This is an optimization exercise on Yosys and OpenROAD, whose aim is small area, a short achievable clock period and few clock cycles, not a production implementation.
Only simulation tests tie the RTL to the original design; equivalence was not proved.
No activity file was given, so power comes from the tool's default toggle rates.

// cpu_lite_top
module cpu_lite_top (
    input  wire        clk_i,
    input  wire        reset,
    input  wire        host_valid_i,
    input  wire [7:0]  host_byte_i,
    input  wire [4:0]  reg_sel_i,
    input  wire [1:0]  byte_sel_i,
    output wire [7:0]  value_o,
    output wire        is_positive_o,
    output wire        done_o
);
Settings: LEC_CHECK=0, CAP_MARGIN=20, CORE_MARGIN=2, CORE_UTILIZATION=50, CTS_BUF_LIST=sky130_fd_sc_hd__clkbuf_8, CTS_CLUSTER_DIAMETER=60, CTS_CLUSTER_SIZE=16, PLACE_DENSITY=0.6, SETUP_SLACK_MARGIN=5, SLEW_MARGIN=20, SYNTH_HIERARCHICAL=1, TNS_END_PERCENT=5; clock period 14.0 ns.
standard.sh (not shown) runs the stock make flow with config.mk's settings and CLKGATE_MAP_FILE= SYNTH_SCRIPT=/design/flow/synth_recipe.tcl, a recipe that flattens the netlist after the stock synthesis.
==> flow/flow/run.sh <==
#!/bin/bash
# Standard layout, with fast buffers on the ports.
set -euo pipefail
bash standard.sh "BUFFER_PORTS_ARGS=-buffer_cell sky130_fd_sc_hd__buf_4" SETUP_SLACK_MARGIN=6 finish > standard_make.log 2>&1
Testbench counts at the start, summed over its fixed seeds: cycles 11,399.
Next try:
==> flow/flow/run.sh (replaced) <==
#!/bin/bash
# Standard layout, with fast buffers on the ports.
set -euo pipefail
bash standard.sh "BUFFER_PORTS_ARGS=-buffer_cell sky130_fd_sc_hd__buf_4" SETUP_SLACK_MARGIN=5.5 finish > standard_make.log 2>&1
What happened: The changed run produced a clean layout. Sequential share of layout area increases by 1.5 points. Clock-buffer cell count increases by 4. Fmax decreases by 2.7%. Utilization decreases by 1.9 points. Total power increases by 1.1%. Via count decreases by 1.6%. Final area decreases by 3.4%.
Next try:
==> flow/flow/run.sh (replaced) <==
#!/bin/bash
# Standard layout, with fast buffers on the ports.
set -euo pipefail
bash standard.sh "BUFFER_PORTS_ARGS=-buffer_cell sky130_fd_sc_hd__buf_4" SETUP_SLACK_MARGIN=6.5 finish > standard_make.log 2>&1
Combinational power stays flat.
Sequential share of layout area shrinks by 1.8 points.
Worst hold slack gets better by 0.0046 ns.

Another version of the RTL of cpu_lite_top (not shown whole).
Size in the first run: ~2500 cells after synthesis.
export LEC_CHECK = 0
export CAP_MARGIN = 20
export CORE_MARGIN = 2
export CORE_UTILIZATION = 50
export CTS_BUF_LIST = sky130_fd_sc_hd__clkbuf_8
export CTS_CLUSTER_DIAMETER = 60
export CTS_CLUSTER_SIZE = 16
export GPL_ROUTABILITY_DRIVEN = 0
export PLACE_DENSITY = 0.6
export SETUP_SLACK_MARGIN = 5
export SLEW_MARGIN = 20
export SYNTH_HIERARCHICAL = 1
export TNS_END_PERCENT = 5
create_clock -name core_clock -period 14.0 [get_ports {clk_i}]
==> flow/flow/run.sh <==
#!/bin/bash
# Standard layout, with fast buffers on the ports.
set -euo pipefail
bash standard.sh "BUFFER_PORTS_ARGS=-buffer_cell sky130_fd_sc_hd__buf_4" SETUP_SLACK_MARGIN=5.75 finish > standard_make.log 2>&1
Testbench counts at the start, summed over its fixed seeds: cycles 11,399.
Change:
CORE_UTILIZATION = 40   (was 50)
GPL_ROUTABILITY_DRIVEN = unset   (was 0)
PLACE_DENSITY = 0.5   (was 0.6)
=>
- via count goes up by about 0.3%
- sequential share of layout area goes down by 0.64 points
- utilization goes down by 10 points
- non-clock buffer count goes up by 6
- final cell count goes up by about 6%
- first-iteration DRC count goes down by 2.1%
- synthesized cell count does not change
- count of clock-buffer cells in the layout goes up by 3
- combinational power goes up by about 9%
- area after synthesis is unchanged
- sequential power stays flat
Change:
==> flow/flow/run.sh (replaced) <==
#!/bin/bash
# Standard layout, with fast buffers on the ports.
set -euo pipefail
bash standard.sh "BUFFER_PORTS_ARGS=-buffer_cell sky130_fd_sc_hd__buf_4" SETUP_SLACK_MARGIN=6 finish > standard_make.log 2>&1
CORE_UTILIZATION = 50   (was 40)
PLACE_DENSITY = 0.6   (was 0.5)
Effect: Combinational power is higher slightly; worst setup slack is better by 0.13 ns; non-clock buffer count is higher by 57; power is lower slightly; synthesized cell count does not change; register-to-register slack is better by 0.13 ns; die area is lower by about a fifth; cell area is higher by a few percent; utilization is higher by 13 points; global-route usage is higher by 4.0 points.
Change:
==> flow/flow/run.sh (replaced) <==
#!/bin/bash
# Standard layout, with fast buffers on the ports.
set -euo pipefail
bash standard.sh "BUFFER_PORTS_ARGS=-buffer_cell sky130_fd_sc_hd__buf_4" SETUP_SLACK_MARGIN=5.5 finish > standard_make.log 2>&1
=> The new run passed the timing, design-rule and antenna checks. Critical path depth fell by 2. Worst hold slack gets worse by 0.0062 ns. Wire length went down by about 3.7%. Combinational power went down by about 8%. Setup slack is worse by 0.47 ns. Sequential share of layout area went up by 2.2 points. Synthesized cell count stays the same.

what the ideal ports hide:
The flow's constraints put no driver on any port. The routed layouts listed below were extracted and timed again, unchanged, in two steps.
Step 1, drivers: a clkbuf_16 drives clk_i and a buf_2 each remaining input, both assumed.
Step 2 also shifts input and output timing later by t, the mid clock arrival at the registers, as if the neighbouring blocks saw the same clock.
Slacks: ideal ports / drivers / drivers and shift; pairs: ideal ports / drivers.
| run | shift t [ns] | setup WS [ns] | worst register clock-pin slew, ns |
|---|---|---|---|
| the first run of note 1 | 0.745 | 5.682 / 5.660 / 5.178 | 0.11 / 0.11 |
| the second run of note 1 | 0.749 | 5.453 / 5.432 / 4.998 | 0.11 / 0.11 |
| the third run of note 1 | 0.748 | 5.685 / 5.664 / 5.266 | 0.11 / 0.11 |
| the first run of note 2 | 0.766 | 5.761 / 5.730 / 5.128 | 0.11 / 0.11 |
| the second run of note 2 | 0.788 | 5.830 / 5.797 / 5.198 | 0.11 / 0.11 |
| the third run of note 2 | 0.758 | 5.959 / 5.930 / 5.277 | 0.11 / 0.11 |
| the fourth run of note 2 | 0.749 | 5.494 / 5.468 / 5.052 | 0.11 / 0.11 |
After both steps every run listed still meets setup and hold. For the third run of note 2, which loses most, drivers alone change the setup slack by -0.029 ns; drivers and shift together by -0.682 ns.
